What follows belongs to an exercise in optimizing a design on an open flow for small area; a production flow would make more cautious choices.
Only simulation tests tie the RTL to the original design; equivalence was not proved.
No activity file was given, so power comes from the tool's default toggle rates.

File: flow/config.mk
export PLATFORM = sky130hd
export DESIGN_NAME = uart_monitor_top
export DESIGN_NICKNAME = uart_monitor_top
export VERILOG_FILES = /design/flow/design.v
export SDC_FILE = /design/flow/constraint.sdc
export NUM_CORES = 4
export LEC_CHECK = 0
export CAP_MARGIN = 40
export CORE_MARGIN = 2
export CORE_UTILIZATION = 60
export CTS_BUF_LIST = sky130_fd_sc_hd__clkbuf_8
export CTS_CLUSTER_DIAMETER = 40
export CTS_CLUSTER_SIZE = 20
export SLEW_MARGIN = 30
File: flow/constraint.sdc
create_clock -name core_clock -period 10.0 [get_ports {clk}]
set_input_delay 2.0000 -clock core_clock [delete_from_list [all_inputs] [get_ports {clk}]]
set_output_delay 2.0000 -clock core_clock [all_outputs]
set_load 0.01 [all_outputs]
File: flow/flow/run.sh
#!/bin/bash
export CTS_ARGS="-sink_clustering_enable -repair_clock_nets -sink_clustering_size 12 -sink_clustering_max_diameter 30 -buf_list sky130_fd_sc_hd__clkbuf_4 -dont_use_dummy_load"
bash standard.sh > standard.log 2>&1
File: flow/standard.sh
#!/bin/bash
# synth_recipe.tcl (not shown) runs the flow's synth.tcl, then flattens the netlist and writes it again
# the make line also repeats each setting of config.mk as NAME=value (left out here)
make -C /OpenROAD-flow-scripts/flow DESIGN_CONFIG=/design/flow/config.mk WORK_HOME=/design/flow/orfs CLKGATE_MAP_FILE= SYNTH_SCRIPT=/design/flow/synth_recipe.tcl "${@:-finish}"
File: flow/design.v
`default_nettype none
package uart_pkg;
    localparam int DATA_BITS = 8;
    typedef logic [DATA_BITS - 1 : 0] uart_byte_t;
endpackage
`default_nettype wire
`default_nettype none
package monitor_pkg;
    localparam int ADDR_BITS = 8;
    localparam int MEM_DEPTH = 1 << ADDR_BITS;
    typedef logic [ADDR_BITS - 1 : 0] addr_t;
    typedef logic [7:0]               word_t;
    typedef enum logic [7:0] {
        CMD_READ  = 8'hA3,
        CMD_WRITE = 8'h5C,
        CMD_PING  = 8'hF0
    } cmd_t;
    localparam word_t PING_REPLY = 8'hAA;
endpackage
`default_nettype wire
`timescale 1ns/1ps
`default_nettype none
module monitor_ram (
    input  logic                clk,
    input  monitor_pkg::word_t  wdata,
    input  logic                we,
    output monitor_pkg::word_t  head
);
    localparam int W = 8 * monitor_pkg::MEM_DEPTH;
    logic [W - 1 : 0] ring;
    assign head = ring[7:0];
    always_ff @(posedge clk) begin
        ring <= {(we ? wdata : ring[7:0]), ring[W - 1 : 8]};
    end
endmodule
`default_nettype wire
`timescale 1ns/1ps
`default_nettype none
module command_monitor (
    input  logic                 clk,
    input  logic                 rst,
    input  logic [9:0]           clk_per_bit,
    input  logic                 rxd,
    output logic                 txd,
    output monitor_pkg::word_t   mem_wdata,
    output logic                 mem_we,
    input  monitor_pkg::word_t   mem_head
);
    localparam logic [9:0] SAMPLE_AT = 10'd8;
    typedef enum logic [1:0] {
        M_IDLE,      
        M_RX,        
        M_WAIT,      
        M_TX         
    } mode_t;
    typedef enum logic [1:0] {
        C_OTHER,
        C_READ,
        C_WRITE,
        C_PING
    } cls_t;
    mode_t              mode;
    cls_t               cls;
    logic               rx_prev;
    logic [9:0]         cnt;
    logic [9:0]         sr;
    logic [1:0]         fpos;
    monitor_pkg::addr_t addr;
    monitor_pkg::word_t wdata;
    monitor_pkg::addr_t ptr;
    logic               wr_pend;
    logic tick;
    logic match;
    logic rx_done;
    logic tx_done;
    monitor_pkg::word_t rx_byte;
    assign tick    = (cnt == 10'd1);
    assign match   = (ptr == addr);
    assign rx_byte = sr[9:2];
    assign rx_done = !sr[1];
    assign tx_done = (sr[9:1] == 9'd0);
    assign txd       = sr[0];
    assign mem_wdata = wdata;
    assign mem_we    = wr_pend && match;
    always_ff @(posedge clk) begin
        rx_prev <= rxd;
    end
    always_ff @(posedge clk) begin
        ptr <= {ptr[6:0], ptr[7] ^ ptr[5] ^ ptr[4] ^ ptr[3] ^ (ptr[6:0] == 7'd0)};
    end
    always_ff @(posedge clk) begin
        if (rst) begin
            mode    <= M_IDLE;
            fpos    <= '0;
            wr_pend <= 1'b0;
            sr[0]   <= 1'b1;
        end else begin
            if (mem_we) begin
                wr_pend <= 1'b0;
            end
            case (mode)
                M_IDLE: begin
                    if (rx_prev && !rxd) begin
                        mode <= M_RX;
                        sr   <= '1;
                    end
                end
                M_RX: begin
                    if (rx_done) begin
                        mode <= M_IDLE;
                        case (fpos)
                            2'd0: begin
                                fpos <= 2'd1;
                                case (rx_byte)
                                    monitor_pkg::CMD_READ:  cls <= C_READ;
                                    monitor_pkg::CMD_WRITE: cls <= C_WRITE;
                                    monitor_pkg::CMD_PING:  cls <= C_PING;
                                    default:                cls <= C_OTHER;
                                endcase
                            end
                            2'd1: begin
                                fpos <= 2'd2;
                                addr <= rx_byte;
                            end
                            default: begin
                                fpos <= 2'd0;
                                if (cls == C_WRITE) begin
                                    wdata   <= rx_byte;
                                    wr_pend <= 1'b1;
                                end
                                if (cls == C_READ || cls == C_PING) begin
                                    mode <= M_WAIT;
                                end
                            end
                        endcase
                    end else if (tick) begin
                        sr <= {rxd, sr[9:1]};
                    end
                end
                M_WAIT: begin
                    if (match) begin
                        mode <= M_TX;
                        sr   <= {1'b1, (cls == C_PING) ? monitor_pkg::PING_REPLY : mem_head, 1'b0};
                    end
                end
                M_TX: begin
                    if (tx_done) begin
                        mode <= M_IDLE;
                    end else if (tick) begin
                        sr <= {1'b0, sr[9:1]};
                    end
                end
                default: mode <= M_IDLE;
            endcase
        end
    end
    always_ff @(posedge clk) begin
        if (mode == M_IDLE && rx_prev && !rxd) begin
            cnt <= SAMPLE_AT;
        end else if (tick || mode == M_WAIT) begin
            cnt <= clk_per_bit;
        end else begin
            cnt <= cnt - 1'b1;
        end
    end
endmodule
`default_nettype wire
`timescale 1ns/1ps
`default_nettype none
module uart_monitor_top #(
    parameter int CLK_BITS  = 10,
    parameter int STOP_BITS = 1
) (
    input  logic                    clk,
    input  logic                    rst,
    input  logic [CLK_BITS - 1 : 0] clk_per_bit,
    input  logic                    uart_rx,
    output logic                    uart_tx
);
    monitor_pkg::word_t mem_wdata;
    logic               mem_we;
    monitor_pkg::word_t mem_head;
    command_monitor command_monitor_i (
        .clk        (clk),
        .rst        (rst),
        .clk_per_bit(clk_per_bit),
        .rxd        (uart_rx),
        .txd        (uart_tx),
        .mem_wdata  (mem_wdata),
        .mem_we     (mem_we),
        .mem_head   (mem_head)
    );
    monitor_ram monitor_ram_i (
        .clk  (clk),
        .wdata(mem_wdata),
        .we   (mem_we),
        .head (mem_head)
    );
endmodule
`default_nettype wire
==> results.txt, run 1 <==
run status=no timing/DRC/antenna violations; half-perimeter wire length of the detailed placement result=20430 um; leading cell type in the layout, fill and taps excluded=sky130_fd_sc_hd__dfxtp_1; die footprint=roughly 74000 um^2; buffer type at the clock tree root=sky130_fd_sc_hd__clkbuf_4; maximum number of pins on one net before global-route repair=19; required time at the worst-slack endpoint=about 8 ns; ratio of cells with drive above 1 in the final layout=under 10%; cells after synthesis=2259; final worst-path setup slack=a little over 6 ns; peak supply drop=0.1181 mV; mean instance size in the synthesized netlist=about 19 um^2; count of maximum capacitance violations=0; Layout Cell Area excl Fill=roughly 46000 um^2; element type at the critical path end=output pin; net switching component of the power=between 2 and 2.5 mW; final WL=43350 um; final worst-path cycle share=approximately 40%; Setup Viol. Count Final=0; global-route wire length before repair=between 70000 and 80000 um; unrepaired setup endpoints after global routing=no; clock sink count=between 2000 and 2500; number of buffers inserted to repair setup after CTS=0; GRT overflow=0; detailed router's first-iteration violation count=~590; number of flops mapped to enable cells by yosys=27; P_leak=between 15 and 20 nW; Yosys top cell area share=a little over nine tenths; cell internal power dissipation=roughly 9.5 mW; final count of hold timing violations=0; leading cell types in the layout, fill and taps excluded=sky130_fd_sc_hd__dfxtp_1 (2073), sky130_fd_sc_hd__clkbuf_4 (227), sky130_fd_sc_hd__edfxtp_1 (27), sky130_fd_sc_hd__nor2_1 (26), sky130_fd_sc_hd__nand2_1 (15); max-slew headroom at the worst pin=between 60% and 70%; via density per instance=approximately 4.3; count of hold-fix buffers inserted at cts=0; CTS tree=yes; Skew-Pair Late Insertion Delay=between 1 and 1.5 ns; critical path's largest stage delay=approximately 0.58 ns; power share of the combinational group=0.8%; Die Width=between 200 and 300 um; quantity of gates resized following cts=0; Routed WL per cell=roughly 13 um; Placement Setup Slack=about 5.7 ns; number of nets in the layout=2515; layout overhead on the synthesized area=7.044%; total negative slack for setup checks=0 ns; antenna violations before repair=2; slowest cell on the critical path=sky130_fd_sc_hd__clkdlybuf4s50_1; main flop type after synthesis=sky130_fd_sc_hd__dfxtp_1; number of distinct standard cells referenced by the synthesized netlist=40; die height=around 270 um; Layout fillers=4982; Yosys warnings=2; number of buffers and inverters on the critical path=1; number of global-route vias before repair=15540; clock transition at the register clock pins on the worst setup and hold paths after CTS=around 0.10 ns; fin crit period=between 3 and 4 ns; area after detailed placement=around 45000 um^2; Clock Skews=~0.11 ns; number of buffer cells added on primary ports=13; row cnt=a little under 100; worst hold-check slack=0.2503 ns; area of the core=71490 um^2; starting density of the core=60.60%; kind of launch point of the worst setup path=flop; worst-path cell chain=clkdlybuf4s50_1; Slew @ Worst Pin=0.5125 ns; Net Count, Synth=approximately 2300; cell types occupying the most area after synthesis=sky130_fd_sc_hd__dfxtp_1 (96%), sky130_fd_sc_hd__edfxtp_1 (1.9%), sky130_fd_sc_hd__xnor2_1 (0.26%); total iterations of the first detailed-routing run=4; worst-case clock buffer depth=3; Cell Pwr Density=about 250 nW/um^2; highest clock rate=~250 MHz; CP Data Arrival Time=1.95 ns; clock network power share=between 20 and 30%; maximum net fanout on the critical path=2; type of the worst setup path=reg -> out; classification of the worst-slack hold path=reg -> reg; biggest area consumer among synthesized cells=sky130_fd_sc_hd__dfxtp_1; total number of H-tree levels=4; GRT Util Overall=~13%; kind of cell with the highest combined delay on the critical path=buffers and inverters; number of clock buffers inserted by TritonCTS=227; pins over their slew limit=0; post-synthesis sequential area ratio=97.67%; Synth Cell Area=43320 um^2; detailed-route DRC error count=0; flip-flop and latch count after synthesis=2100; # IOs=14; post-synthesis async set-or-reset flop share=0%; power share of the sequential group=~72%; Routability Congestion=slightly below 0.8; antenna viol nets, final=0; vias after detailed routing=approximately 15000; switching power as a share of total power=between 10% and 20%
## sequential cells by signal (all words and copies together) (netlist names), 2 cells and up, named ones only
| register | flops |
|---|---|
| monitor_ram_i.ring | 2048 |
| command_monitor_i.cnt | 10 |
| command_monitor_i.sr | 10 |
| command_monitor_i.addr | 8 |
| command_monitor_i.ptr | 8 |
| command_monitor_i.wdata | 8 |
| command_monitor_i.cls | 2 |
| command_monitor_i.fpos | 2 |
## worst register-to-register path: stages (launching register included)
cell and delay, ns:
sky130_fd_sc_hd__dfxtp_1 0.34, sky130_fd_sc_hd__inv_1 0.08, sky130_fd_sc_hd__ha_1 0.18, sky130_fd_sc_hd__or4b_1 0.52, sky130_fd_sc_hd__nor3_4 0.21, sky130_fd_sc_hd__a211oi_1 0.17
sky130_fd_sc_hd__a211oi_1 0.44, sky130_fd_sc_hd__clkdlybuf4s18_2 0.36
## cell type report
| class | instances | area (um^2) | share of cell area [%] |
|---|---|---|---|
| antenna | 7 | 17.52 | 0.03777 |
| clock buffer | 227 | 1704 | 3.675 |
| inverter | 5 | 18.77 | 0.04047 |
| multi-input combinational | 149 | 964.7 | 2.080 |
| sequential | 2100 | 42310 | 91.24 |
| tap | 950 | 1189 | 2.563 |
| timing repair buffer | 17 | 168.9 | 0.3642 |
## kinds of logic (layout without fill, tap and decap cells)
group,count (synthesis),count (layout),share of synthesized area [%]
fa+ha+maj,2,2,0.05775
simple gates,79,79,0.9213
compound gates,38,38,0.5805
buf+inv,10,249,0.1068
xor+xnor,18,18,0.3639
mux,12,12,0.3033
flops,2100,2100,97.67
other cells,0,7,0
## final timing paths
check        slack (ns)                       end                      from  depth (start not counted)
max reg2reg        7.36   command_monitor_i.sr[8]  command_monitor_i.cnt[1]                          7
min                0.25  monitor_ram_i.ring[2037]  monitor_ram_i.ring[2045]                          0
max                6.05                   uart_tx   command_monitor_i.sr[0]                          1
min reg2reg        0.25  monitor_ram_i.ring[2037]  monitor_ram_i.ring[2045]                          0
## power groups by stage
| stage | registers (mW) | clock network, mW | logic [mW] |
|---|---|---|---|
| after floorplan | 8.60 | 0 | 0.0721 |
| after global placement | 8.61 | 0 | 0.0874 |
| after detailed placement | 8.61 | 0 | 0.0918 |
| after CTS | 8.42 | 3.44 | 0.0929 |
| after global routing | 8.42 | 3.77 | 0.104 |
| final | 8.42 | 3.25 | 0.0930 |
## metal layers
metal / wire length [um] / vias to the layer above / track usage [%]
li1: - / 7502 / -
met1: 23730 / 6820 / 18.95
met2: 15820 / 292 / 15.46
met3: 2288 / 148 / 3.849
met5: 0 / - / 0
met4: 1514 / 0 / 7.765
## synthesized netlist by cell type (2+ instances only)
library cell,number
sky130_fd_sc_hd__dfxtp_1,2073
sky130_fd_sc_hd__edfxtp_1,27
sky130_fd_sc_hd__nor2_1,26
sky130_fd_sc_hd__nand2_1,15
sky130_fd_sc_hd__xnor2_1,13
sky130_fd_sc_hd__a211oi_1,12
sky130_fd_sc_hd__a21oi_1,11
sky130_fd_sc_hd__mux2_2,9
sky130_fd_sc_hd__nand3_1,8
sky130_fd_sc_hd__nor4_1,8
sky130_fd_sc_hd__o21ai_0,8
sky130_fd_sc_hd__nor3_1,7
sky130_fd_sc_hd__xor2_1,5
sky130_fd_sc_hd__inv_1,4
sky130_fd_sc_hd__mux2i_1,3
sky130_fd_sc_hd__and3_1,2
sky130_fd_sc_hd__clkbuf_1,2
sky130_fd_sc_hd__ha_1,2
sky130_fd_sc_hd__nand2b_1,2
sky130_fd_sc_hd__nand4_1,2
## metrics by stage
step / instances / util [%] / total power [mW]
3_5_place_dp: 3220 / 62.44 / 8.701
6_report: 3455 / 64.87 / 11.76
5_1_grt: 3451 / 64.86 / 12.30
3_3_place_gp: 3219 / 62.43 / 8.694
4_1_cts: 3447 / 64.83 / 11.95
2_1_floorplan: 2259 / - / 8.675
==> run 2, diff against run 1 <==
==> flow/flow/run.sh (replaced) <==
#!/bin/bash
export CTS_ARGS="-sink_clustering_enable -repair_clock_nets -sink_clustering_size 35 -sink_clustering_max_diameter 50 -sink_buffer_max_cap_derate 0.05 -buf_list sky130_fd_sc_hd__clkbuf_16 -dont_use_dummy_load"
bash standard.sh > standard.log 2>&1
==> run 2 against run 1 <==
  * Clock-buffer cell count decreased by 97
  * Critical path depth increased by 6
  * Routed wire length shrank 0.71%
  * Worst hold slack got worse by 0.0034 ns
  * Register-to-register slack lost 0.02 ns
  * Via count fell by 3.5%
  * Global-route usage decreased by 0.16 points
  * Cell area rose by 3.3%
  * Core utilization grew 2.1 points
==> results.txt, run 2 <==
buffer type at the clock tree root=sky130_fd_sc_hd__clkbuf_16 (was sky130_fd_sc_hd__clkbuf_4); CP Data Arrival Time=4.08 ns (was 1.95 ns); vias after detailed routing=14250 (was 14760); Die Width=272.7 um (unchanged); clock sink count=2100 (unchanged); starting density of the core=60.60% (unchanged); detailed-route DRC error count=0 (unchanged); area fraction in and, or, nand and nor cells after synthesis=0.9213% (unchanged); maximum number of pins on one net before global-route repair=36 (was 19); Yosys warnings=2 (unchanged); row cnt=98 (unchanged); number of buffer cells added on primary ports=13 (unchanged); final count of hold timing violations=0 (unchanged); slowest cell on the critical path=sky130_fd_sc_hd__clkdlybuf4s50_1 (unchanged); cell total after placement=3220 (unchanged); count of maximum capacitance violations=0 (unchanged); xor/xnor share of the synthesized area=0.3639% (unchanged); most instantiated cells after synthesis=sky130_fd_sc_hd__dfxtp_1 (2073), sky130_fd_sc_hd__edfxtp_1 (27), sky130_fd_sc_hd__nor2_1 (26), sky130_fd_sc_hd__nand2_1 (15), sky130_fd_sc_hd__xnor2_1 (13) (unchanged); area of the core=71490 um^2 (unchanged); Net Count, Synth=2274 (unchanged); element type at the critical path end=flop (was output pin); power after layout=13.14 mW (was 11.76 mW); library cell with the highest instance count after synthesis=sky130_fd_sc_hd__dfxtp_1 (unchanged); flop2flop setup slack=7.34 ns (was 7.36 ns); Setup Viol. Count Final=0 (unchanged); Cell Pwr Density=274.4 nW/um^2 (was 253.6 nW/um^2); Skew-Pair Late Insertion Delay=0.72 ns (was 1.04 ns); Yosys top cell area share=95.79% (unchanged); total negative slack for setup checks=0 ns (unchanged); unrepaired setup endpoints after global routing=no (unchanged); number of flops mapped to enable cells by yosys=27 (unchanged); pins over their slew limit=0 (unchanged); leading cell type in the layout, fill and taps excluded=sky130_fd_sc_hd__dfxtp_1 (unchanged); Clock Skews=0.08291 ns (was 0.1085 ns); number of clock buffers inserted by TritonCTS=130 (was 227); max-slew headroom at the worst pin=65.04% (was 65.72%); peak supply drop=0.1822 mV (was 0.1181 mV); cells after synthesis=2259 (unchanged); Layout fillers=4760 (was 4982); count of hold-fix buffers inserted at cts=0 (unchanged); number of nets in the layout=2418 (was 2515); main flop type after synthesis=sky130_fd_sc_hd__dfxtp_1 (unchanged); Routed WL per cell=12.84 um (was 12.55 um); global-route wire length before repair=74200 um (was 75410 um); worst-path cell chain=clkdlybuf4s50_1 > nor2_1 > a21oi_1 > o41a_1 > or2_2 > a211oi_1 > clkdlybuf4s18_2 (was clkdlybuf4s50_1); run status=no timing/DRC/antenna violations (unchanged); GRT Util Overall=12.35% (was 12.51%); type of the worst setup path=in -> reg (was reg -> out); P_leak=18.93 nW (was 18.37 nW); maximum net fanout on the critical path=6 (was 2); half-perimeter wire length of the detailed placement result=20430 um (unchanged); mux share of post-synthesis cell area=0.3033% (unchanged); antenna violations before repair=0 (was 2); combinational family with the most area after synthesis=simple AND/OR/NAND/NOR gates (unchanged); clock transition at the register clock pins on the worst setup and hold paths after CTS=0.12 ns (was 0.10 ns); fin crit period=3.740 ns (was 3.951 ns); startpoint of the most critical register-to-register path=command_monitor_i.cnt[1] (unchanged); post-synthesis share of cell area spent on full adders, half adders and majority gates=0.05776% (unchanged); total iterations of the first detailed-routing run=5 (was 4); CTS tree=yes (unchanged); flip-flop count of the largest register, all copies and words added=2048 (unchanged); ratio of cells with drive above 1 in the final layout=6.206% (was 9.848%); post-synthesis async set-or-reset flop share=0% (unchanged); number of buffers inserted to repair setup after CTS=0 (unchanged); kind of launch point of the worst setup path=input port (was flop); cell types occupying the most area after synthesis=sky130_fd_sc_hd__dfxtp_1 (96%), sky130_fd_sc_hd__edfxtp_1 (1.9%), sky130_fd_sc_hd__xnor2_1 (0.26%) (unchanged); diode count=0 (was 7); biggest area consumer among synthesized cells=sky130_fd_sc_hd__dfxtp_1 (unchanged); die height=272.7 um (unchanged); final worst-path cycle share=37.40% (was 39.51%); detailed router's first-iteration violation count=625 (was 585); flip-flop and latch count after synthesis=2100 (unchanged); highest clock rate=267.4 MHz (was 253.1 MHz); worst-case clock buffer depth=3 (unchanged); final WL=43040 um (was 43350 um); register containing the most flip-flops in the final layout=monitor_ram_i.ring (unchanged); area fraction in compound gates after synthesis=0.5805% (unchanged); first element of the critical path=uart_rx (was command_monitor_i.sr[0]); leading cell types in the layout, fill and taps excluded=sky130_fd_sc_hd__dfxtp_1 (2073), sky130_fd_sc_hd__clkbuf_16 (130), sky130_fd_sc_hd__edfxtp_1 (27), sky130_fd_sc_hd__nor2_1 (26), sky130_fd_sc_hd__nand2_1 (15) (was sky130_fd_sc_hd__dfxtp_1 (2073), sky130_fd_sc_hd__clkbuf_4 (227), sky130_fd_sc_hd__edfxtp_1 (27), sky130_fd_sc_hd__nor2_1 (26), sky130_fd_sc_hd__nand2_1 (15)); # IOs=14 (unchanged); Synth Cell Area=43320 um^2 (unchanged); layout overhead on the synthesized area=10.58% (was 7.044%); total number of H-tree levels=4 (unchanged); post-synthesis sequential area ratio=97.67% (unchanged); die footprint=74370 um^2 (unchanged); Slew @ Worst Pin=0.5213 ns (was 0.5125 ns); classification of the worst-slack hold path=reg -> reg (unchanged); final cell count without fillers=3351 (was 3455); GRT overflow=0 (unchanged); number of global-route vias before repair=14680 (was 15540); antenna viol nets, final=0 (unchanged); CP Capture Point=command_monitor_i.sr[8] (was uart_tx); mean instance size in the synthesized netlist=19.18 um^2 (unchanged); number of distinct standard cells referenced by the synthesized netlist=40 (unchanged); Critical R2R Capture=command_monitor_i.sr[8] (unchanged); Worst Reg-to-Reg Cells=7 (unchanged); via density per instance=4.253 (was 4.273); quantity of gates resized following cts=0 (unchanged); Routability Congestion=0.7733 (unchanged); Largest regs=monitor_ram_i.ring (2048), command_monitor_i.cnt (10), command_monitor_i.sr (10) (unchanged); critical path's largest stage delay=0.47 ns (was 0.58 ns); required time at the worst-slack endpoint=10.34 ns (was 8.00 ns)
==> run 2: stage by stage <==
stage	cell area (um^2)	util (%)	hold WS [ns]	worst slack, ns
after floorplan	43320	-	0.3096	6.312
after global placement	44630	62.43	0.3099	5.697
after detailed placement	44640	62.44	0.3121	5.674
after CTS	47890	66.99	0.2501	6.298
after global routing	47900	67.01	0.2485	6.254
final	47900	67.01	0.2469	6.260
==> run 2: logic make-up after synthesis <==
logic type,Yosys count
fa+ha+maj,2
compound gates,38
flops,2100
simple gates,79
mux,12
buf+inv,10
xor+xnor,18
==> run 2: power by group <==
part           internal [mW]  switching (mW)  total, mW
combinational         0.0466          0.0470     0.0936
clock                   2.30            2.33       4.64
sequential              8.39          0.0222       8.42
total                   10.7            2.40       13.1
==> run 2: worst min-delay path by stage <==
stage                                        start                        to  cells past startpoint
after floorplan              monitor_ram_i.ring[8]     monitor_ram_i.ring[0]                      0
after global placement    monitor_ram_i.ring[2041]  monitor_ram_i.ring[2033]                      0
after detailed placement  monitor_ram_i.ring[1042]  monitor_ram_i.ring[1034]                      0
after CTS                  monitor_ram_i.ring[370]   monitor_ram_i.ring[362]                      0
after global routing       monitor_ram_i.ring[370]   monitor_ram_i.ring[362]                      0
final                      monitor_ram_i.ring[370]   monitor_ram_i.ring[362]                      0
==> run 2: area by class of cell <==
class	instances	area (um^2)	area share, %
clock buffer	130	3253	6.791
inverter	5	18.77	0.03918
tap	950	1189	2.481
multi-input combinational	149	964.7	2.014
timing repair buffer	17	168.9	0.3526
sequential	2100	42310	88.32
==> run 2: worst max-delay path, delay by kind of cell <==
family	cells	cell delay, ns
buffers and inverters	2	0.84
AO/OA/AOI/OAI	3	0.75
AND/OR/NAND/NOR	2	0.48
==> run 2: layer usage <==
metal	share of wire [%]	track usage, %
met5	0	0
met4	3.4	6.564
met3	4.7	3.128
met2	36	15.56
met1	55	19.36
==> run 3, diff against run 2 <==
==> flow/flow/run.sh (replaced) <==
#!/bin/bash
export CTS_ARGS="-sink_clustering_enable -repair_clock_nets -sink_clustering_size 16 -sink_clustering_max_diameter 40 -buf_list {sky130_fd_sc_hd__clkbuf_4 sky130_fd_sc_hd__clkbuf_8} -dont_use_dummy_load"
export BUFFER_PORTS_ARGS="-buffer_cell sky130_fd_sc_hd__buf_1"
bash standard.sh > standard.log 2>&1
==> run 3 against run 2 <==
  * First-iteration DRC count decreased by 14%
  * Synthesized area unchanged
  * Cell area decreased by 2.3%
  * Critical path type is now reg -> out
  * Worst hold slack improved by 0.051 ns
  * Clock power decreased by about 20%
  * Flip-flop and latch count unchanged
==> results.txt, run 3 <==
final cell count without fillers=3386 (was 3351); cells after synthesis=2259 (unchanged); leading cell type in the layout, fill and taps excluded=sky130_fd_sc_hd__dfxtp_1 (unchanged); run status=no timing/DRC/antenna violations (unchanged); area of the core=71490 um^2 (unchanged); peak supply drop=0.1503 mV (was 0.1822 mV); leading cell types in the layout, fill and taps excluded=sky130_fd_sc_hd__dfxtp_1 (2073), sky130_fd_sc_hd__clkbuf_8 (164), sky130_fd_sc_hd__edfxtp_1 (27), sky130_fd_sc_hd__nor2_1 (26), sky130_fd_sc_hd__nand2_1 (15) (was sky130_fd_sc_hd__dfxtp_1 (2073), sky130_fd_sc_hd__clkbuf_16 (130), sky130_fd_sc_hd__edfxtp_1 (27), sky130_fd_sc_hd__nor2_1 (26), sky130_fd_sc_hd__nand2_1 (15)); GRT Util Overall=12.25% (was 12.35%); row cnt=98 (unchanged); final worst-path cycle share=33.26% (was 37.40%); required time at the worst-slack endpoint=8.00 ns (was 10.34 ns); number of clock buffers inserted by TritonCTS=164 (was 130); cell types occupying the most area after synthesis=sky130_fd_sc_hd__dfxtp_1 (96%), sky130_fd_sc_hd__edfxtp_1 (1.9%), sky130_fd_sc_hd__xnor2_1 (0.26%) (unchanged); global-route wire length before repair=73720 um (was 74200 um); die footprint=74370 um^2 (unchanged); Largest regs=monitor_ram_i.ring (2048), command_monitor_i.cnt (10), command_monitor_i.sr (10) (unchanged); maximum net fanout on the critical path=2 (was 6); half-perimeter wire length of the detailed placement result=20350 um (was 20430 um); kind of launch point of the worst setup path=flop (was input port); Clock Skews=0.06834 ns (was 0.08291 ns); Slew @ Worst Pin=0.7876 ns (was 0.5213 ns); post-synthesis async set-or-reset flop share=0% (unchanged); library cell with the highest instance count after synthesis=sky130_fd_sc_hd__dfxtp_1 (unchanged); classification of the worst-slack hold path=reg -> reg (unchanged); number of buffer cells added on primary ports=13 (unchanged); CTS tree=yes (unchanged); P_leak=18.46 nW (was 18.93 nW); Routed WL per cell=12.61 um (was 12.84 um); Net Count, Synth=2274 (unchanged); total iterations of the first detailed-routing run=4 (was 5); clock transition at the register clock pins on the worst setup and hold paths after CTS=0.09 ns (was 0.12 ns); Worst Reg-to-Reg Cells=6 (was 7); via density per instance=4.258 (was 4.253); Cell Pwr Density=260.6 nW/um^2 (was 274.4 nW/um^2); number of flops mapped to enable cells by yosys=27 (unchanged); count of maximum capacitance violations=0 (unchanged); pins over their slew limit=0 (unchanged); Yosys warnings=2 (unchanged); starting density of the core=60.60% (unchanged); Die Width=272.7 um (unchanged); maximum number of pins on one net before global-route repair=19 (was 36); final WL=42690 um (was 43040 um); Routability Congestion=0.7439 (was 0.7733); # IOs=14 (unchanged); Crit path depth=1 (was 7); CP Data Arrival Time=1.33 ns (was 4.08 ns); worst-path cell chain=buf_1 (was clkdlybuf4s50_1 > nor2_1 > a21oi_1 > o41a_1 > or2_2 > a211oi_1 > clkdlybuf4s18_2); biggest area consumer among synthesized cells=sky130_fd_sc_hd__dfxtp_1 (unchanged); count of hold-fix buffers inserted at cts=0 (unchanged); Skew-Pair Late Insertion Delay=0.76 ns (was 0.72 ns); quantity of gates resized following cts=0 (unchanged); kind of cell with the highest combined delay on the critical path=flip-flops (was buffers and inverters); Synth Cell Area=43320 um^2 (unchanged); final count of hold timing violations=0 (unchanged); total number of H-tree levels=4 (unchanged); detailed-route DRC error count=0 (unchanged); Yosys top cell area share=95.79% (unchanged); number of nets in the layout=2451 (was 2418); antenna violations before repair=1 (was 0); most instantiated cells after synthesis=sky130_fd_sc_hd__dfxtp_1 (2073), sky130_fd_sc_hd__edfxtp_1 (27), sky130_fd_sc_hd__nor2_1 (26), sky130_fd_sc_hd__nand2_1 (15), sky130_fd_sc_hd__xnor2_1 (13) (unchanged); type of the worst setup path=reg -> out (was in -> reg); flip-flop count of the largest register, all copies and words added=2048 (unchanged); antenna viol nets, final=0 (unchanged); worst-case clock buffer depth=3 (unchanged); buffer type at the clock tree root=sky130_fd_sc_hd__clkbuf_8 (was sky130_fd_sc_hd__clkbuf_16); mean instance size in the synthesized netlist=19.18 um^2 (unchanged); die height=272.7 um (unchanged); unrepaired setup endpoints after global routing=no (unchanged); flip-flop and latch count after synthesis=2100 (unchanged); fin crit period=3.326 ns (was 3.740 ns); layout overhead on the synthesized area=8.073% (was 10.58%); number of buffers inserted to repair setup after CTS=0 (unchanged); post-synthesis sequential area ratio=97.67% (unchanged); highest clock rate=300.7 MHz (was 267.4 MHz); detailed router's first-iteration violation count=536 (was 625); slowest cell on the critical path=sky130_fd_sc_hd__dfxtp_1 (was sky130_fd_sc_hd__clkdlybuf4s50_1); cell total after placement=3220 (unchanged); number of buffers and inverters on the critical path=1 (was 2); Setup Viol. Count Final=0 (unchanged); cell count of the worst hold path=0 (unchanged); main flop type after synthesis=sky130_fd_sc_hd__dfxtp_1 (unchanged); clock sink count=2100 (unchanged); ratio of cells with drive above 1 in the final layout=7.477% (was 6.206%); element type at the critical path end=output pin (was flop); max-slew headroom at the worst pin=47.49% (was 65.04%); critical path's largest stage delay=0.34 ns (was 0.47 ns); total negative slack for setup checks=0 ns (unchanged); GRT overflow=0 (unchanged); number of distinct standard cells referenced by the synthesized netlist=40 (unchanged); vias after detailed routing=14420 (was 14250); register containing the most flip-flops in the final layout=monitor_ram_i.ring (unchanged); number of global-route vias before repair=14920 (was 14680)
-- run 3: layout make-up --
type / count / area [um^2]
flip-flops and latches: 2100 / 42310
fillers: 4874 / 24670
clock buffers: 164 / 2257
well taps: 950 / 1189
multi-input cells: 149 / 964.7
repair buffers: 16 / 73.82
inverters: 5 / 18.77
diodes: 2 / 5.005
-- run 3: worst paths after layout --
| kind | slack (ns) | endpoint | start |
|---|---|---|---|
| min | 0.30 | monitor_ram_i.ring[106] | monitor_ram_i.ring[114] |
| min reg2reg | 0.30 | monitor_ram_i.ring[106] | monitor_ram_i.ring[114] |
| max | 6.67 | uart_tx | command_monitor_i.sr[0] |
| max reg2reg | 7.29 | command_monitor_i.sr[8] | command_monitor_i.addr[6] |
-- run 3: kinds of logic (layout without fill, tap and decap cells) --
kind of cell,Yosys count,in the layout,share of synthesized area (%)
compound gates,38,38,0.5805
xor+xnor,18,18,0.3639
fa+ha+maj,2,2,0.05775
buf+inv,10,185,0.1068
flops,2100,2100,97.67
mux,12,12,0.3033
other cells,0,2,0
simple gates,79,79,0.9213
-- run 3: power breakdown --
| group | internal [mW] | total [mW] | switching (mW) |
|---|---|---|---|
| Combinational | 0.0422 | 0.0870 | 0.0448 |
| Sequential | 8.39 | 8.41 | 0.0227 |
| Clock | 1.47 | 3.70 | 2.24 |
| Total | 9.90 | 12.2 | 2.30 |
-- run 3: metal layers --
| layer | global-route usage, % | wire length [um] | vias to the layer above |
|---|---|---|---|
| li1 | - | - | 7286 |
| met1 | 19.16 | 23680 | 6767 |
| met2 | 15.00 | 15220 | 237 |
| met3 | 3.787 | 2321 | 127 |
| met4 | 6.405 | 1472 | 0 |
| met5 | 0 | 0 | - |
-- run 3: metrics by stage --
| stage | utilization [%] | hold WS, ns | cell area, um^2 | power (mW) | worst slack (ns) |
|---|---|---|---|---|---|
| 2_1_floorplan | - | 0.3096 | 43320 | 8.675 | 6.312 |
| 3_3_place_gp | 62.31 | 0.3105 | 44550 | 8.691 | 6.055 |
| 3_5_place_dp | 62.33 | 0.3121 | 44560 | 8.696 | 6.094 |
| 5_1_grt | 65.49 | 0.2979 | 46820 | 12.71 | 6.565 |
| 4_1_cts | 65.49 | 0.2948 | 46810 | 12.39 | 6.587 |
| 6_report | 65.49 | 0.2979 | 46820 | 12.20 | 6.674 |
==> run 4, diff against run 3 <==
==> flow/flow/run.sh (replaced) <==
#!/bin/bash
export CTS_ARGS="-sink_clustering_enable -repair_clock_nets -sink_clustering_size 13 -sink_clustering_max_diameter 30 -buf_list sky130_fd_sc_hd__clkbuf_4 -dont_use_dummy_load"
export BUFFER_PORTS_ARGS="-buffer_cell sky130_fd_sc_hd__buf_1"
bash standard.sh > standard.log 2>&1
==> run 4 against run 3 <==
  * Core utilization shrank 0.82 points
  * Non-clock buffer count unchanged
  * Sequential share of layout area grew 1.1 points
  * Maximum frequency decreased by 7.7%
  * Clock power fell by 13%
  * Register-to-register slack improved by 0.04 ns
  * Clock skew grew 0.011 ns
  * Critical endpoint unchanged
  * Largest cell class unchanged
  * Highest routed layer unchanged
==> results.txt, run 4 <==
required time at the worst-slack endpoint=8.00 ns (about the same); die height=272.7 um (unchanged); post-synthesis share of cell area spent on full adders, half adders and majority gates=0.05776% (unchanged); final WL=42740 um (was 42690 um); Routed WL per cell=12.40 um (was 12.61 um); sequential cell area=42310 um^2 (unchanged); quantity of gates resized following cts=0 (unchanged); global-route wire length before repair=74490 um (was 73720 um); GRT Util Overall=12.36% (was 12.25%); main flop type after synthesis=sky130_fd_sc_hd__dfxtp_1 (unchanged); Die Width=272.7 um (unchanged); kind of launch point of the worst setup path=flop (unchanged); Crit path depth=1 (unchanged); P_leak=18.30 nW (was 18.46 nW); final count of hold timing violations=0 (unchanged); starting density of the core=60.60% (unchanged); count of hold-fix buffers inserted at cts=0 (unchanged); clock transition at the register clock pins on the worst setup and hold paths after CTS=0.11 ns (was 0.09 ns); run status=no timing/DRC/antenna violations (unchanged); mean instance size in the synthesized netlist=19.18 um^2 (unchanged); die footprint=74370 um^2 (unchanged); Cell Pwr Density=253.4 nW/um^2 (was 260.6 nW/um^2); combinational family with the most area after synthesis=simple AND/OR/NAND/NOR gates (unchanged); final worst-path cycle share=36.01% (was 33.26%); max-slew headroom at the worst pin=47.28% (was 47.49%); GRT overflow=0 (unchanged); maximum number of pins on one net before global-route repair=19 (unchanged); unrepaired setup endpoints after global routing=no (unchanged); Clock Skews=0.07916 ns (was 0.06834 ns); number of buffers and inverters on the critical path=1 (unchanged); Yosys warnings=2 (unchanged); slowest cell on the critical path=sky130_fd_sc_hd__dfxtp_1 (unchanged); post-synthesis async set-or-reset flop share=0% (unchanged); number of global-route vias before repair=15380 (was 14920); CTS tree=yes (unchanged); worst-path cell chain=buf_1 (unchanged); cell types occupying the most area after synthesis=sky130_fd_sc_hd__dfxtp_1 (96%), sky130_fd_sc_hd__edfxtp_1 (1.9%), sky130_fd_sc_hd__xnor2_1 (0.26%) (unchanged); total negative slack for setup checks=0 ns (unchanged); power share of the sequential group=71.8% (was 68.9%); maximum net fanout on the critical path=2 (unchanged); cell count of the worst hold path=0 (unchanged); total iterations of the first detailed-routing run=4 (unchanged); ratio of cells with drive above 1 in the final layout=9.631% (was 7.477%); Net Count, Synth=2274 (unchanged); classification of the worst-slack hold path=reg -> reg (unchanged); detailed-route DRC error count=0 (unchanged); via density per instance=4.292 (was 4.258); type of the worst setup path=reg -> out (unchanged); number of clock buffers inserted by TritonCTS=222 (was 164); cells after synthesis=2259 (unchanged); utilization of the core after routing=64.67% (was 65.49%); flop2flop setup slack=7.33 ns (was 7.29 ns); library cell with the highest instance count after synthesis=sky130_fd_sc_hd__dfxtp_1 (unchanged); Slew @ Worst Pin=0.7907 ns (was 0.7876 ns); register containing the most flip-flops in the final layout=monitor_ram_i.ring (unchanged); Worst Reg-to-Reg Cells=6 (unchanged); flip-flop and latch count after synthesis=2100 (unchanged); biggest area consumer among synthesized cells=sky130_fd_sc_hd__dfxtp_1 (unchanged); row cnt=98 (unchanged); leading cell type in the layout, fill and taps excluded=sky130_fd_sc_hd__dfxtp_1 (unchanged); peak supply drop=0.1194 mV (was 0.1503 mV); Setup Viol. Count Final=0 (unchanged); antenna viol nets, final=0 (unchanged); Routability Congestion=0.7439 (unchanged); power share of the combinational group=0.7% (about the same); number of buffer cells added on primary ports=13 (unchanged); Yosys top cell area share=95.79% (unchanged); area fraction in compound gates after synthesis=0.5805% (unchanged); post-synthesis sequential area ratio=97.67% (unchanged); count of maximum capacitance violations=0 (unchanged); area fraction in and, or, nand and nor cells after synthesis=0.9213% (unchanged); # IOs=14 (unchanged); detailed router's first-iteration violation count=515 (was 536); Skew-Pair Late Insertion Delay=1.02 ns (was 0.76 ns); number of nets in the layout=2509 (was 2451); number of buffers inserted to repair setup after CTS=0 (unchanged); leading cell types in the layout, fill and taps excluded=sky130_fd_sc_hd__dfxtp_1 (2073), sky130_fd_sc_hd__clkbuf_4 (222), sky130_fd_sc_hd__edfxtp_1 (27), sky130_fd_sc_hd__nor2_1 (26), sky130_fd_sc_hd__nand2_1 (15) (was sky130_fd_sc_hd__dfxtp_1 (2073), sky130_fd_sc_hd__clkbuf_8 (164), sky130_fd_sc_hd__edfxtp_1 (27), sky130_fd_sc_hd__nor2_1 (26), sky130_fd_sc_hd__nand2_1 (15)); half-perimeter wire length of the detailed placement result=20350 um (unchanged); most instantiated cells after synthesis=sky130_fd_sc_hd__dfxtp_1 (2073), sky130_fd_sc_hd__edfxtp_1 (27), sky130_fd_sc_hd__nor2_1 (26), sky130_fd_sc_hd__nand2_1 (15), sky130_fd_sc_hd__xnor2_1 (13) (unchanged); switching power as a share of total power=19.30% (was 18.88%); Largest regs=monitor_ram_i.ring (2048), command_monitor_i.cnt (10), command_monitor_i.sr (10) (unchanged); worst-case clock buffer depth=3 (unchanged); Multi-input gate area=964.7 um^2 (unchanged); number of distinct standard cells referenced by the synthesized netlist=40 (unchanged); pins over their slew limit=0 (unchanged); Layout fillers=5035 (was 4874); clock sink count=2100 (unchanged); total number of H-tree levels=4 (unchanged); highest clock rate=277.7 MHz (was 300.7 MHz); antenna violations before repair=2 (was 1); fin crit period=3.601 ns (was 3.326 ns); Synth Cell Area=43320 um^2 (unchanged); flip-flop count of the largest register, all copies and words added=2048 (unchanged); CP Data Arrival Time=1.60 ns (was 1.33 ns); kind of cell with the highest combined delay on the critical path=flip-flops (unchanged); buffer type at the clock tree root=sky130_fd_sc_hd__clkbuf_4 (was sky130_fd_sc_hd__clkbuf_8); layout overhead on the synthesized area=6.721% (was 8.073%); clock network power share=27.4% (was 30.3%); number of flops mapped to enable cells by yosys=27 (unchanged); cell internal power dissipation=9.454 mW (was 9.899 mW); critical path's largest stage delay=0.36 ns (was 0.34 ns); xor/xnor share of the synthesized area=0.3639% (unchanged); vias after detailed routing=14790 (was 14420); net switching component of the power=2.261 mW (was 2.304 mW); element type at the critical path end=output pin (unchanged); area of the core=71490 um^2 (unchanged); mux share of post-synthesis cell area=0.3033% (unchanged)
run 4: area by class of cell:
type	count	area share (%)
Inverter	5	0.04059
Multi-Input combinational cell	149	2.087
Antenna cell	4	0.02165
Timing Repair Buffer	16	0.1597
Sequential cell	2100	91.52
Clock buffer	222	3.605
Tap cell	950	2.571
run 4: cell families after synthesis:
group,after synthesis
AND/OR/NAND/NOR,79
adder cells (fa/ha/maj),2
flip-flops,2100
AO/OA/AOI/OAI,38
buffers and inverters,10
multiplexers,12
XOR/XNOR,18
run 4: power by group through the flow:
stage	combinational [mW]	sequential, mW	clock (mW)
6_report	0.0870	8.42	3.21
5_1_grt	0.0999	8.42	3.74
4_1_cts	0.0881	8.42	3.40
3_5_place_dp	0.0873	8.61	0
3_3_place_gp	0.0840	8.61	0
2_1_floorplan	0.0721	8.60	0
run 4: worst reg2reg max path: stages, from the launching register on:
cell	delay, ns
sky130_fd_sc_hd__edfxtp_1	0.41
sky130_fd_sc_hd__xnor2_1	0.23
sky130_fd_sc_hd__nand2_1	0.14
sky130_fd_sc_hd__o41a_1	0.46
sky130_fd_sc_hd__or2_2	0.32
sky130_fd_sc_hd__a211oi_1	0.46
sky130_fd_sc_hd__clkdlybuf4s18_2	0.36
run 4: metrics by stage:
stage	cells	power, mW	area (um^2)	worst slack (ns)	hold WS (ns)
2_1_floorplan	2259	8.675	43320	6.312	0.3096
4_1_cts	3442	11.90	46220	6.268	0.2376
6_report	3446	11.71	46230	6.399	0.2586
3_3_place_gp	3219	8.691	44550	6.055	0.3105
5_1_grt	3446	12.26	46230	6.218	0.2327
3_5_place_dp	3220	8.696	44560	6.094	0.3121
run 4: worst paths after layout:
check | startpoint | to
worst max-delay path | command_monitor_i.sr[0] | uart_tx
worst min-delay path | monitor_ram_i.ring[2013] | monitor_ram_i.ring[2005]
worst max register to register | command_monitor_i.addr[6] | command_monitor_i.sr[2]
worst min register to register | monitor_ram_i.ring[2013] | monitor_ram_i.ring[2005]
run 4: per-layer routing:
metal	part of all wire, %	vias to the layer above	global-route usage, %
met1	55	6842	19.07
li1	-	7497	-
met2	36	293	14.93
met4	3.6	0	7.085
met5	0	-	0
met3	5.5	157	4.138
==> run 5, diff against run 4 <==
==> flow/flow/run.sh (replaced) <==
#!/bin/bash
export CTS_ARGS="-sink_clustering_enable -repair_clock_nets -sink_clustering_size 12 -sink_clustering_max_diameter 60 -buf_list sky130_fd_sc_hd__clkbuf_4 -dont_use_dummy_load"
export BUFFER_PORTS_ARGS="-buffer_cell sky130_fd_sc_hd__buf_1"
bash standard.sh > standard.log 2>&1
==> run 5 against run 4 <==
  * Largest power group unchanged
  * Flip-flop and latch count is the same
  * Largest cell class unchanged
  * Maximum frequency grew 0.36%
  * Critical path type unchanged
  * Power shrank 1.3%
  * Core utilization shrank 0.31 points
  * Critical endpoint unchanged
  * Register-to-register slack is essentially flat
==> results.txt, run 5 <==
run status=no timing/DRC/antenna violations (unchanged); quantity of gates resized following cts=0 (unchanged); clock sink count=2100 (unchanged); peak supply drop=0.1390 mV (was 0.1194 mV); Synth Cell Area=43320 um^2 (unchanged); leading cell types in the layout, fill and taps excluded=sky130_fd_sc_hd__dfxtp_1 (2073), sky130_fd_sc_hd__clkbuf_4 (192), sky130_fd_sc_hd__edfxtp_1 (27), sky130_fd_sc_hd__nor2_1 (26), sky130_fd_sc_hd__nand2_1 (15) (was sky130_fd_sc_hd__dfxtp_1 (2073), sky130_fd_sc_hd__clkbuf_4 (222), sky130_fd_sc_hd__edfxtp_1 (27), sky130_fd_sc_hd__nor2_1 (26), sky130_fd_sc_hd__nand2_1 (15)); final WL=42810 um (was 42740 um); leading cell type in the layout, fill and taps excluded=sky130_fd_sc_hd__dfxtp_1 (unchanged); count of maximum capacitance violations=0 (unchanged); pins over their slew limit=0 (unchanged); Skew-Pair Late Insertion Delay=1.00 ns (was 1.02 ns); detailed router's first-iteration violation count=561 (was 515); worst hold-check slack=0.2814 ns (was 0.2586 ns); unrepaired setup endpoints after global routing=no (unchanged); die footprint=74370 um^2 (unchanged); CTS tree=yes (unchanged); kind of launch point of the worst setup path=flop (unchanged); # IOs=14 (unchanged); Yosys top cell area share=95.79% (unchanged); number of buffers and inverters on the critical path=1 (unchanged); row cnt=98 (unchanged); flip-flop and latch count after synthesis=2100 (unchanged); register containing the most flip-flops in the final layout=monitor_ram_i.ring (unchanged); GRT overflow=0 (unchanged); area of the core=71490 um^2 (unchanged); number of nets in the layout=2479 (was 2509); Worst Reg-to-Reg Cells=6 (unchanged); cell count of the worst hold path=0 (unchanged); max-slew headroom at the worst pin=48.35% (was 47.28%); antenna viol nets, final=0 (unchanged); highest clock rate=278.7 MHz (was 277.7 MHz); number of buffers inserted to repair setup after CTS=0 (unchanged); Critical R2R Capture=command_monitor_i.sr[5] (was command_monitor_i.sr[2]); final worst-path setup slack=6.411 ns (was 6.399 ns); die height=272.7 um (unchanged); kind of cell with the highest combined delay on the critical path=flip-flops (unchanged); P_leak=18.17 nW (was 18.30 nW); detailed-route DRC error count=0 (unchanged); cell types occupying the most area after synthesis=sky130_fd_sc_hd__dfxtp_1 (96%), sky130_fd_sc_hd__edfxtp_1 (1.9%), sky130_fd_sc_hd__xnor2_1 (0.26%) (unchanged); buffer type at the clock tree root=sky130_fd_sc_hd__clkbuf_4 (unchanged); maximum number of pins on one net before global-route repair=19 (unchanged); post-synthesis async set-or-reset flop share=0% (unchanged); fin crit period=3.589 ns (was 3.601 ns); Layout Cell Area excl Fill=46010 um^2 (was 46230 um^2); type of the worst setup path=reg -> out (unchanged); total iterations of the first detailed-routing run=5 (was 4); Net Count, Synth=2274 (unchanged); number of distinct standard cells referenced by the synthesized netlist=40 (unchanged); cell total after placement=3220 (unchanged); via density per instance=4.274 (was 4.292); Routability Congestion=0.7439 (unchanged); antenna violations before repair=2 (unchanged); main flop type after synthesis=sky130_fd_sc_hd__dfxtp_1 (unchanged); clock transition at the register clock pins on the worst setup and hold paths after CTS=0.11 ns (about the same); ratio of cells with drive above 1 in the final layout=8.530% (was 9.631%); number of buffer cells added on primary ports=13 (unchanged); startpoint of the most critical register-to-register path=command_monitor_i.addr[6] (unchanged); area after detailed placement=44560 um^2 (unchanged); classification of the worst-slack hold path=reg -> reg (unchanged); final worst-path cycle share=35.89% (was 36.01%); GRT Util Overall=12.39% (was 12.36%); Slew @ Worst Pin=0.7747 ns (was 0.7907 ns); cells after synthesis=2259 (unchanged); Placement Setup Slack=6.094 ns (unchanged); slowest cell on the critical path=sky130_fd_sc_hd__dfxtp_1 (unchanged); total number of H-tree levels=4 (unchanged); worst-case clock buffer depth=3 (unchanged); power after layout=11.56 mW (was 11.71 mW); number of clock buffers inserted by TritonCTS=192 (was 222); Clock Skews=0.06911 ns (was 0.07916 ns); critical path's largest stage delay=0.36 ns (about the same); final count of hold timing violations=0 (unchanged); total negative slack for setup checks=0 ns (unchanged); Yosys warnings=2 (unchanged); half-perimeter wire length of the detailed placement result=20350 um (unchanged); Setup Viol. Count Final=0 (unchanged); element type at the critical path end=output pin (unchanged); flop2flop setup slack=7.32 ns (was 7.33 ns); worst-path cell chain=buf_1 (unchanged); layout overhead on the synthesized area=6.212% (was 6.721%); global-route wire length before repair=74540 um (was 74490 um); flip-flop count of the largest register, all copies and words added=2048 (unchanged); post-synthesis sequential area ratio=97.67% (unchanged); most instantiated cells after synthesis=sky130_fd_sc_hd__dfxtp_1 (2073), sky130_fd_sc_hd__edfxtp_1 (27), sky130_fd_sc_hd__nor2_1 (26), sky130_fd_sc_hd__nand2_1 (15), sky130_fd_sc_hd__xnor2_1 (13) (unchanged); CP Data Arrival Time=1.59 ns (was 1.60 ns); vias after detailed routing=14610 (was 14790); hold path startpoint=monitor_ram_i.ring[754] (was monitor_ram_i.ring[2013]); Cell Pwr Density=251.3 nW/um^2 (was 253.4 nW/um^2); worst-case hold path end point=monitor_ram_i.ring[746] (was monitor_ram_i.ring[2005]); number of flops mapped to enable cells by yosys=27 (unchanged); utilization of the core after routing=64.37% (was 64.67%); biggest area consumer among synthesized cells=sky130_fd_sc_hd__dfxtp_1 (unchanged); starting density of the core=60.60% (unchanged); final cell count without fillers=3418 (was 3446); required time at the worst-slack endpoint=8.00 ns (about the same); Die Width=272.7 um (unchanged); count of hold-fix buffers inserted at cts=0 (unchanged); maximum net fanout on the critical path=2 (unchanged); library cell with the highest instance count after synthesis=sky130_fd_sc_hd__dfxtp_1 (unchanged); Routed WL per cell=12.52 um (was 12.40 um); mean instance size in the synthesized netlist=19.18 um^2 (unchanged); number of global-route vias before repair=15140 (was 15380); Largest regs=monitor_ram_i.ring (2048), command_monitor_i.cnt (10), command_monitor_i.sr (10) (unchanged)
==> run 5: cell families after synthesis <==
kind of cell,Yosys count,synth area share (%)
compound gates,38,0.5805
xor+xnor,18,0.3639
fa+ha+maj,2,0.05775
buf+inv,10,0.1068
flops,2100,97.67
mux,12,0.3033
simple gates,79,0.9213
==> run 5: power breakdown <==
part | leakage (nW) | internal, mW | switching, mW
combinational | 0.358 | 0.0422 | 0.0447
sequential | 16.9 | 8.40 | 0.0227
clock | 0.883 | 0.887 | 2.17
total | 18.2 | 9.32 | 2.24
==> run 5: worst register-to-register path, delay by kind of cell (launching register included) <==
kind	cells	cell delay, ns
AO/OA/AOI/OAI	2	0.91
AND/OR/NAND/NOR	2	0.46
buffers and inverters	1	0.36
flip-flops	1	0.42
XOR/XNOR	1	0.23
==> run 5: cell type report <==
cell class                 instances  area [um^2]
sequential                      2100        42310
clock buffer                     192         1441
antenna                            6        15.01
multi-input combinational        149        964.7
inverter                           5        18.77
timing repair buffer              16        73.82
tap                              950         1189
fill                            5034        25470
==> run 5: layer usage <==
layer / vias to the layer above / GRT usage (%) / share of wire, %
met5: - / 0 / 0
met4: 0 / 6.637 / 3.2
met3: 126 / 3.919 / 5.1
met2: 273 / 15.13 / 36
met1: 6795 / 19.30 / 56
li1: 7415 / - / -
==> run 5: worst max-delay path by stage <==
stage | slack (ns) | endpoint | cells past startpoint | from
2_1_floorplan | 6.31 | command_monitor_i.sr[2] | 5 | uart_rx
3_3_place_gp | 6.05 | command_monitor_i.sr[2] | 6 | uart_rx
3_5_place_dp | 6.09 | command_monitor_i.sr[6] | 7 | uart_rx
4_1_cts | 6.30 | uart_tx | 1 | command_monitor_i.sr[0]
5_1_grt | 6.24 | uart_tx | 1 | command_monitor_i.sr[0]
6_report | 6.41 | uart_tx | 1 | command_monitor_i.sr[0]
==> run 6, diff against run 5 <==
==> flow/flow/run.sh (replaced) <==
#!/bin/bash
export CTS_ARGS="-sink_clustering_enable -repair_clock_nets -sink_clustering_size 12 -sink_clustering_max_diameter 40 -buf_list sky130_fd_sc_hd__clkbuf_4 -dont_use_dummy_load"
export BUFFER_PORTS_ARGS="-buffer_cell sky130_fd_sc_hd__buf_1"
bash standard.sh > standard.log 2>&1
==> run 6 against run 5 <==
  * Power increased by 0.14%
  * Critical endpoint unchanged
  * Register-to-register slack improved by 0.02 ns
  * Worst hold slack got worse by 0.010 ns
  * Non-clock buffer count unchanged
  * Synthesized cell count stayed put
  * Final cell count hardly changed
  * Flip-flop and latch count stayed put
  * Largest power group unchanged
  * Sequential share of layout area barely moved
  * Via count is 0.21% higher
  * Synthesized area is the same
  * First-iteration DRC count up 3.7%
  * Core utilization about the same
==> results.txt, run 6 <==
count of maximum capacitance violations=0 (unchanged); buffer type at the clock tree root=sky130_fd_sc_hd__clkbuf_4 (unchanged); mean instance size in the synthesized netlist=19.18 um^2 (unchanged); number of buffers and inverters on the critical path=1 (unchanged); Worst Reg-to-Reg Cells=6 (unchanged); via density per instance=4.282 (was 4.274); Slew @ Worst Pin=0.7769 ns (was 0.7747 ns); post-synthesis sequential area ratio=97.67% (unchanged); number of global-route vias before repair=15200 (was 15140); detailed-route DRC error count=0 (unchanged); total iterations of the first detailed-routing run=5 (unchanged); number of flops mapped to enable cells by yosys=27 (unchanged); slowest cell on the critical path=sky130_fd_sc_hd__dfxtp_1 (unchanged); CP Data Arrival Time=1.57 ns (was 1.59 ns); # IOs=14 (unchanged); half-perimeter wire length of the detailed placement result=20350 um (unchanged); element type at the critical path end=output pin (unchanged); Layout fillers=4999 (was 5034); main flop type after synthesis=sky130_fd_sc_hd__dfxtp_1 (unchanged); worst hold-check slack=0.2712 ns (was 0.2814 ns); number of clock buffers inserted by TritonCTS=196 (was 192); final worst-path cycle share=35.74% (was 35.89%); GRT overflow=0 (unchanged); ratio of cells with drive above 1 in the final layout=8.678% (was 8.530%); flip-flop and latch count after synthesis=2100 (unchanged); maximum number of pins on one net before global-route repair=19 (unchanged); flip-flop count of the largest register, all copies and words added=2048 (unchanged); maximum net fanout on the critical path=2 (unchanged); biggest area consumer among synthesized cells=sky130_fd_sc_hd__dfxtp_1 (unchanged); register containing the most flip-flops in the final layout=monitor_ram_i.ring (unchanged); flop2flop setup slack=7.34 ns (was 7.32 ns); Setup Viol. Count Final=0 (unchanged); detailed router's first-iteration violation count=582 (was 561); antenna violations before repair=2 (unchanged); layout overhead on the synthesized area=6.264% (was 6.212%); clock sink count=2100 (unchanged); P_leak=18.19 nW (was 18.17 nW); number of distinct standard cells referenced by the synthesized netlist=40 (unchanged); highest clock rate=279.8 MHz (was 278.7 MHz); Multi-input gate area=964.7 um^2 (unchanged); Synth Cell Area=43320 um^2 (unchanged); startpoint of the most critical register-to-register path=command_monitor_i.addr[6] (unchanged); number of buffers inserted to repair setup after CTS=0 (unchanged); critical path's largest stage delay=0.36 ns (about the same); kind of cell with the highest combined delay on the critical path=flip-flops (unchanged); global-route wire length before repair=74260 um (was 74540 um); Routed WL per cell=12.49 um (was 12.52 um); area of the core=71490 um^2 (unchanged); pins over their slew limit=0 (unchanged); number of nets in the layout=2483 (was 2479); Die Width=272.7 um (unchanged); fin crit period=3.574 ns (was 3.589 ns); final count of hold timing violations=0 (unchanged); library cell with the highest instance count after synthesis=sky130_fd_sc_hd__dfxtp_1 (unchanged); first element of the critical path=command_monitor_i.sr[0] (unchanged); final WL=42720 um (was 42810 um); row cnt=98 (unchanged); Clock Skews=0.07303 ns (was 0.06911 ns); starting density of the core=60.60% (unchanged); worst-path cell chain=buf_1 (unchanged); total number of H-tree levels=4 (unchanged); clock transition at the register clock pins on the worst setup and hold paths after CTS=0.11 ns (about the same); leading cell type in the layout, fill and taps excluded=sky130_fd_sc_hd__dfxtp_1 (unchanged); number of buffer cells added on primary ports=13 (unchanged); quantity of gates resized following cts=0 (unchanged); cells after synthesis=2259 (unchanged); vias after detailed routing=14640 (was 14610); antenna viol nets, final=0 (unchanged); post-synthesis async set-or-reset flop share=0% (unchanged); GRT Util Overall=12.35% (was 12.39%); worst-case clock buffer depth=3 (unchanged); Yosys top cell area share=95.79% (unchanged); Routability Congestion=0.7439 (unchanged); Critical R2R Capture=command_monitor_i.sr[2] (was command_monitor_i.sr[5]); max-slew headroom at the worst pin=48.20% (was 48.35%); run status=no timing/DRC/antenna violations (unchanged); unrepaired setup endpoints after global routing=no (unchanged); kind of launch point of the worst setup path=flop (unchanged); die footprint=74370 um^2 (unchanged); classification of the worst-slack hold path=reg -> reg (unchanged); Cell Pwr Density=251.5 nW/um^2 (was 251.3 nW/um^2); total negative slack for setup checks=0 ns (unchanged); Skew-Pair Late Insertion Delay=1.00 ns (about the same); Largest regs=monitor_ram_i.ring (2048), command_monitor_i.cnt (10), command_monitor_i.sr (10) (unchanged); Net Count, Synth=2274 (unchanged); cell types occupying the most area after synthesis=sky130_fd_sc_hd__dfxtp_1 (96%), sky130_fd_sc_hd__edfxtp_1 (1.9%), sky130_fd_sc_hd__xnor2_1 (0.26%) (unchanged); most instantiated cells after synthesis=sky130_fd_sc_hd__dfxtp_1 (2073), sky130_fd_sc_hd__edfxtp_1 (27), sky130_fd_sc_hd__nor2_1 (26), sky130_fd_sc_hd__nand2_1 (15), sky130_fd_sc_hd__xnor2_1 (13) (unchanged); sequential cell area=42310 um^2 (unchanged); cell count of the worst hold path=0 (unchanged); hold path startpoint=monitor_ram_i.ring[2013] (was monitor_ram_i.ring[754]); die height=272.7 um (unchanged); required time at the worst-slack endpoint=8.00 ns (about the same); count of hold-fix buffers inserted at cts=0 (unchanged); Yosys warnings=2 (unchanged); peak supply drop=0.1293 mV (was 0.1390 mV); worst-case hold path end point=monitor_ram_i.ring[2005] (was monitor_ram_i.ring[746]); CTS tree=yes (unchanged); type of the worst setup path=reg -> out (unchanged); leading cell types in the layout, fill and taps excluded=sky130_fd_sc_hd__dfxtp_1 (2073), sky130_fd_sc_hd__clkbuf_4 (196), sky130_fd_sc_hd__edfxtp_1 (27), sky130_fd_sc_hd__nor2_1 (26), sky130_fd_sc_hd__nand2_1 (15) (was sky130_fd_sc_hd__dfxtp_1 (2073), sky130_fd_sc_hd__clkbuf_4 (192), sky130_fd_sc_hd__edfxtp_1 (27), sky130_fd_sc_hd__nor2_1 (26), sky130_fd_sc_hd__nand2_1 (15))
[run 6: cell types whose count changed in the layout (fill, tap and decap cells not counted)]
cell	delta
sky130_fd_sc_hd__clkbuf_4	+4
sky130_fd_sc_hd__diode_2	-3
[run 6: worst max path at each step]
stage	to	depth (start not counted)	slack (ns)
finish	uart_tx	1	6.43
global route	uart_tx	1	6.21
CTS	uart_tx	1	6.26
detailed placement	command_monitor_i.sr[6]	7	6.09
global placement	command_monitor_i.sr[2]	6	6.05
floorplan	command_monitor_i.sr[2]	5	6.31
[run 6: kinds of logic (layout without fill, tap and decap cells)]
logic type / count (synthesis) / after routing / share of synthesized area (%)
buffers and inverters: 10 / 217 / 0.1068
other: 0 / 3 / 0
adder cells (fa/ha/maj): 2 / 2 / 0.05775
AO/OA/AOI/OAI: 38 / 38 / 0.5805
AND/OR/NAND/NOR: 79 / 79 / 0.9213
XOR/XNOR: 18 / 18 / 0.3639
multiplexers: 12 / 12 / 0.3033
flip-flops: 2100 / 2100 / 97.67
[run 6: cell type report]
cell class / count / area share [%]
antenna: 3 / 0.01631
clock buffer: 196 / 3.196
inverter: 5 / 0.04077
multi-input combinational: 149 / 2.096
sequential: 2100 / 91.91
tap: 950 / 2.582
timing repair buffer: 16 / 0.1604
[run 6: metrics by stage]
stage | area [um^2] | utilization (%) | setup slack [ns] | total power [mW] | instances
2_1_floorplan | 43320 | - | 6.312 | 8.675 | 2259
3_3_place_gp | 44550 | 62.31 | 6.055 | 8.691 | 3219
3_5_place_dp | 44560 | 62.33 | 6.094 | 8.696 | 3220
4_1_cts | 46030 | 64.39 | 6.265 | 11.77 | 3416
5_1_grt | 46040 | 64.40 | 6.212 | 12.11 | 3419
6_report | 46040 | 64.40 | 6.426 | 11.58 | 3419
[run 6: power breakdown]
group / switching [mW] / total, mW / leakage, nW / internal (mW)
registers: 0.0228 / 8.42 / 16.9 / 8.39
clock network: 2.17 / 3.07 / 0.902 / 0.904
logic: 0.0448 / 0.0871 / 0.358 / 0.0423
total: 2.24 / 11.6 / 18.2 / 9.34
[run 6: per-layer routing]
layer	GRT usage, %	up-vias	wire, um
li1	-	7443	-
met4	6.073	0	1169
met5	0	-	0
met3	4.341	118	2475
met2	15.01	303	15250
met1	19.22	6775	23820
==> run 7, diff against run 6 <==
==> flow/flow/run.sh (replaced) <==
#!/bin/bash
# The standard layout (standard.sh) with two changes:
# - clock tree synthesis: leaf clusters of at most 12 flip-flops within 40 um,
#   driven by clkbuf_4, and no dummy loads;
# - port buffers are buf_1.
# All ORFS output goes to standard.log in this folder.
export CTS_ARGS="-sink_clustering_enable -repair_clock_nets -sink_clustering_size 12 -sink_clustering_max_diameter 40 -buf_list sky130_fd_sc_hd__clkbuf_4 -dont_use_dummy_load"
export BUFFER_PORTS_ARGS="-buffer_cell sky130_fd_sc_hd__buf_1"
bash standard.sh > standard.log 2>&1
==> run 7 against run 6 <==
  * Still clean on timing, DRC and antenna
  * Global-route usage unchanged
  * Power is the same
  * Non-clock buffer count stayed put
  * Routed wire length stayed put
  * First-iteration DRC count stayed put
  * Register-to-register slack barely moved
  * Sequential power is essentially flat
  * Maximum frequency unchanged
  * Worst hold slack is the same
  * Critical path depth did not move
  * Critical endpoint unchanged
  * Largest power group unchanged
  * Highest routed layer unchanged
==> results.txt, run 7 <==
maximum number of pins on one net before global-route repair=19 (unchanged); Slew @ Worst Pin=0.7769 ns (unchanged); post-synthesis sequential area ratio=97.67% (unchanged); P_leak=18.19 nW (unchanged); number of global-route vias before repair=15200 (unchanged); flip-flop count of the largest register, all copies and words added=2048 (unchanged); library cell with the highest instance count after synthesis=sky130_fd_sc_hd__dfxtp_1 (unchanged); main flop type after synthesis=sky130_fd_sc_hd__dfxtp_1 (unchanged); Net Count, Synth=2274 (unchanged); layout overhead on the synthesized area=6.264% (unchanged); Routability Congestion=0.7439 (unchanged); Worst Reg-to-Reg Cells=6 (unchanged); Cell Pwr Density=251.5 nW/um^2 (unchanged); total iterations of the first detailed-routing run=5 (unchanged); biggest area consumer among synthesized cells=sky130_fd_sc_hd__dfxtp_1 (unchanged); max-slew headroom at the worst pin=48.20% (unchanged); kind of cell with the highest combined delay on the critical path=flip-flops (unchanged); Clock Skews=0.07303 ns (unchanged); half-perimeter wire length of the detailed placement result=20350 um (unchanged); number of buffers inserted to repair setup after CTS=0 (unchanged); number of flops mapped to enable cells by yosys=27 (unchanged); worst-path cell chain=buf_1 (unchanged); starting density of the core=60.60% (unchanged); element type at the critical path end=output pin (unchanged); slowest cell on the critical path=sky130_fd_sc_hd__dfxtp_1 (unchanged); unrepaired setup endpoints after global routing=no (unchanged); final cell count without fillers=3419 (unchanged); flop2flop setup slack=7.34 ns (about the same); number of buffer cells added on primary ports=13 (unchanged); Largest regs=monitor_ram_i.ring (2048), command_monitor_i.cnt (10), command_monitor_i.sr (10) (unchanged); highest clock rate=279.8 MHz (unchanged); Yosys top cell area share=95.79% (unchanged); final count of hold timing violations=0 (unchanged); number of clock buffers inserted by TritonCTS=196 (unchanged); clock sink count=2100 (unchanged); cells after synthesis=2259 (unchanged); Die Width=272.7 um (unchanged); buffer type at the clock tree root=sky130_fd_sc_hd__clkbuf_4 (unchanged); pins over their slew limit=0 (unchanged); CP Data Arrival Time=1.57 ns (about the same); worst-case clock buffer depth=3 (unchanged); final WL=42720 um (unchanged); post-synthesis async set-or-reset flop share=0% (unchanged); die footprint=74370 um^2 (unchanged); register containing the most flip-flops in the final layout=monitor_ram_i.ring (unchanged); critical path's largest stage delay=0.36 ns (about the same); vias after detailed routing=14640 (unchanged); kind of launch point of the worst setup path=flop (unchanged); run status=no timing/DRC/antenna violations (unchanged)
run 7: cell counts after synthesis:
Identical to the previous run, type by type.
run 7: layer usage:
layer / vias to the layer above / global-route usage, % / wire, um
met5: - / 0 / 0
met4: 0 / 6.073 / 1169
met3: 118 / 4.341 / 2475
met2: 303 / 15.01 / 15250
met1: 6775 / 19.22 / 23820
li1: 7443 / - / -
run 7: cell type report:
type                    instances  area, um^2  area share, %
flip-flops and latches       2100       42310          91.91
well taps                     950        1189          2.582
multi-input cells             149       964.7          2.096
repair buffers                 16       73.82         0.1604
diodes                          3       7.507        0.01631
clock buffers                 196        1471          3.196
inverters                       5       18.77        0.04077
run 7: report_power, final:
part | leakage (nW) | total, mW | switching (mW) | internal, mW
Sequential | 16.9 | 8.42 | 0.0228 | 8.39
Clock | 0.902 | 3.07 | 2.17 | 0.904
Combinational | 0.358 | 0.0871 | 0.0448 | 0.0423
run 7: cell families after synthesis:
| family | count (synthesis) | share of synthesized area [%] |
|---|---|---|
| AOI/OAI and AO/OA | 38 | 0.5805 |
| xor gates and xnor gates | 18 | 0.3639 |
| adders and majority gates | 2 | 0.05775 |
| muxes | 12 | 0.3033 |
| buffers and inverters | 10 | 0.1068 |
| DFF | 2100 | 97.67 |
| and+or+nand+nor | 79 | 0.9213 |
run 7: how the worst min path moves through the flow:
stage / end / from
after global routing: monitor_ram_i.ring[2005] / monitor_ram_i.ring[2013]
after floorplan: monitor_ram_i.ring[0] / monitor_ram_i.ring[8]
after CTS: monitor_ram_i.ring[2005] / monitor_ram_i.ring[2013]
final: monitor_ram_i.ring[2005] / monitor_ram_i.ring[2013]
after detailed placement: monitor_ram_i.ring[1098] / monitor_ram_i.ring[1106]
after global placement: monitor_ram_i.ring[2033] / monitor_ram_i.ring[2041]
run 7: through the flow:
step	area, um^2	power [mW]	setup slack, ns	utilization [%]
6_report	46040	11.58	6.426	64.40
5_1_grt	46040	12.11	6.212	64.40
4_1_cts	46030	11.77	6.265	64.39
3_5_place_dp	44560	8.696	6.094	62.33
3_3_place_gp	44550	8.691	6.055	62.31
2_1_floorplan	43320	8.675	6.312	-

[static timing again, ports no longer ideal]
In the flow no input, the clock included, has a driving cell. The finished layouts below were timed again as built, in two steps.
Step 1 assumes that a clkbuf_16 drives the clock port and a buf_2 every other input.
Step 2 times the ports against the registers' clock, not the clock port: input delays grow and output delays shrink by t, the midpoint of the rising clock arrivals with the driver on.
Slacks: ideal / step 1 / step 2; pairs: ideal / step 1.
run | t, ns | setup slack, ns | pins driven straight from the clock port
run 1 | 1.026 | 6.049 / 5.988 / 5.562 | 1
run 2 | 0.736 | 6.260 / 6.246 / 5.509 | 1
run 3 | 0.801 | 6.674 / 6.615 / 5.952 | 1
run 4 | 1.034 | 6.399 / 6.339 / 5.962 | 1
run 5 | 1.028 | 6.411 / 6.350 / 5.978 | 1
run 6 | 1.018 | 6.426 / 6.367 / 5.951 | 1
run 7 | 1.018 | 6.426 / 6.367 / 5.951 | 1
After both steps setup and hold are still met in every run listed. The setup slack of run 2, which loses most, moves by -0.014 ns with the drivers and by -0.751 ns with both steps.
